Source: an optimization exercise on an open RTL-to-GDS flow (aim: small area, a short achievable clock period and few clock cycles per item). Production flows keep margins and buffers that such runs may drop. In this exercise RTL edits were held to simulation tests only and were not proved equivalent to the original. Power figures rest on the tool's default switching activity, not on a simulated workload.

== harbor ==
// beacon_id_table_to_channel_mapper_unit
module beacon_id_table_to_channel_mapper_unit (
  input  logic         clk,
  input  logic         rst_n,
  input  logic         in_valid,
  output logic         in_ready,
  input  logic [1:0]   in_opcode,
  input  logic [7:0]   in_payload_length,
  input  logic [15:0]  in_company_id,
  input  logic [63:0]  in_sensor_id,
  input  logic [7:0]   in_accel_x,
  input  logic [7:0]   in_accel_y,
  input  logic [7:0]   in_accel_z,
  output logic         out_valid,
  input  logic         out_ready,
  output logic [3:0]   out_status,
  output logic [3:0]   out_entry_index,
  output logic [6:0]   out_channel_base,
  output logic [7:0]   out_x_positive,
  output logic [7:0]   out_x_negative,
  output logic [7:0]   out_y_positive,
  output logic [7:0]   out_y_negative,
  output logic [7:0]   out_z_positive,
  output logic [7:0]   out_z_negative,
  output logic         out_send_request,
  output logic         out_all_known_seen,
  input  logic         cfg_we,
  input  logic         cfg_wdata
);
Size in the first run: ~3700 cells after synthesis, roughly 1300 flip-flops, about 190 I/O pins.
==> flow/config.mk <==
export PLATFORM = sky130hd
export DESIGN_NAME = beacon_id_table_to_channel_mapper_unit
export DESIGN_NICKNAME = beacon_id_table_to_channel_mapper_unit
export VERILOG_FILES = /design/flow/design.v
export SDC_FILE = /design/flow/constraint.sdc
export NUM_CORES = 4
export LEC_CHECK = 0
export CAP_MARGIN = 20
export CORE_MARGIN = 2
export CORE_UTILIZATION = 40
export CTS_BUF_LIST = sky130_fd_sc_hd__clkbuf_16
export CTS_CLUSTER_DIAMETER = 120
export CTS_CLUSTER_SIZE = 25
export PLACE_DENSITY = 0.8
export SETUP_SLACK_MARGIN = 2.5
export SLEW_MARGIN = 20
==> flow/constraint.sdc <==
create_clock -name core_clock -period 5.0 [get_ports {clk}]
set_input_delay 1.0000 -clock core_clock [delete_from_list [all_inputs] [get_ports {clk}]]
set_output_delay 1.0000 -clock core_clock [all_outputs]
set_load 0.01 [all_outputs]
standard.sh (not shown) runs the stock make flow with config.mk's settings and CLKGATE_MAP_FILE= SYNTH_SCRIPT=/design/flow/synth_recipe.tcl, a recipe that flattens the netlist after the stock synthesis.
==> flow/flow/run.sh <==
#!/bin/bash
# The standard layout, except for the port buffers: left to itself buffer_ports picks a
# delay cell (clkdlybuf4s50_1) for every port. Here every port gets a buf_4, and after global
# placement the input port buffers become buf_8 (flow/ports.tcl), as most input ports fan
# out to the 17 id comparators.
set -euo pipefail
export BUFFER_PORTS_ARGS="-buffer_cell sky130_fd_sc_hd__buf_4"
export POST_GLOBAL_PLACE_TCL="$PWD/flow/ports.tcl"
bash standard.sh > standard.log 2>&1
==> flow/flow/ports.tcl <==
# after global placement: the input port buffers (buf_4, from buffer_ports) become buf_8,
# as most input ports fan out to the 17 id comparators
set n_up 0
foreach port [get_ports -filter "direction == input"] {
  if {[get_full_name $port] == "clk"} { continue }
  foreach pin [get_pins -of_objects [get_nets [get_full_name $port]] -filter "direction == input"] {
    set inst [get_cells -of_objects $pin]
    if {[get_property $inst ref_name] == "sky130_fd_sc_hd__buf_4"} {
      replace_cell $inst sky130_fd_sc_hd__buf_8
      incr n_up
    }
  }
}
puts "flow/ports.tcl: $n_up input port buffers now buf_8"
Testbench counts of harbor, summed over its fixed seeds: cycles 4,816, items 4,800.
Edits applied to the flow inputs when going from harbor to sierra:
- a change of CORE_UTILIZATION from 40 to 60
==> flow/flow/run.sh <==
#!/bin/bash
# The standard layout, except that the port buffers are buf_4 cells: left to itself
# buffer_ports picks a delay cell (clkdlybuf4s50_1) for every input and output port.
set -euo pipefail
export BUFFER_PORTS_ARGS="-buffer_cell sky130_fd_sc_hd__buf_4"
bash standard.sh > standard.log 2>&1
removed: flow/flow/ports.tcl
## What came out
Higher share of total power in sequential cells among sierra and harbor: sierra
Compared with harbor, in sierra starting utilization of the core area went up 20 points; proportion of final cell area spent on non-clock buffers went down 1.0 points.
The capturing instance or port of the critical path comes out s2_eqp in one run and s2_eq[2] in the other, namely in sierra and harbor respectively.
### sierra -> amber
- CORE_UTILIZATION changed from 60 to 40
==> flow/flow/run.sh <==
#!/bin/bash
# The standard layout, except that the port buffers are buf_2 cells: left to itself
# buffer_ports picks a delay cell (clkdlybuf4s50_1) for every input and output port.
set -euo pipefail
export BUFFER_PORTS_ARGS="-buffer_cell sky130_fd_sc_hd__buf_2"
bash standard.sh > standard.log 2>&1
### Flow results
Routed wire length of amber exceeds that of sierra by a few percent. The filler-free cell count of the finished design in amber sits 642 above the value recorded for sierra. Re arrival time at the worst endpoint: sierra and amber aren't equal, and the lower value belongs to sierra. amber vs. sierra: slack of the critical path went up by 0.081 ns. Comparing sequential share of cell area for sierra and amber, the bigger number came from sierra.

re-timing with driven ports:
How much do the figures lean on ideal ports? The routed layouts below were timed once more, with nothing changed but the port constraints.
Step 1 sets driving cells, clkbuf_16 on the clock port and buf_2 on the other inputs (assumed; they add their load-dependent delay and slew).
Step 2, shift: input delay + t, output delay - t, t = (earliest + latest rising clock arrival at the registers) / 2. This alone moves slack from input paths to output paths.
Three values: ideal ports, drivers, drivers and shift; two values: the first two.
| run | shift t [ns] | setup slack, ns | hold slack, ns | slew at the worst register clock pin (ns) |
|---|---|---|---|---|
| harbor | 0.799 | 2.385 / 2.392 / 1.593 | 0.384 / 0.369 / 0.440 | 0.11 / 0.11 |
| sierra | 0.768 | 2.299 / 2.299 / 1.676 | 0.377 / 0.340 / 0.442 | 0.11 / 0.11 |
| amber | 0.794 | 2.380 / 2.395 / 1.628 | 0.403 / 0.351 / 0.439 | 0.11 / 0.11 |
After both steps every run listed still meets setup and hold. The setup slack of harbor, which loses most, moves by +0.007 ns with the drivers and by -0.792 ns with both steps.
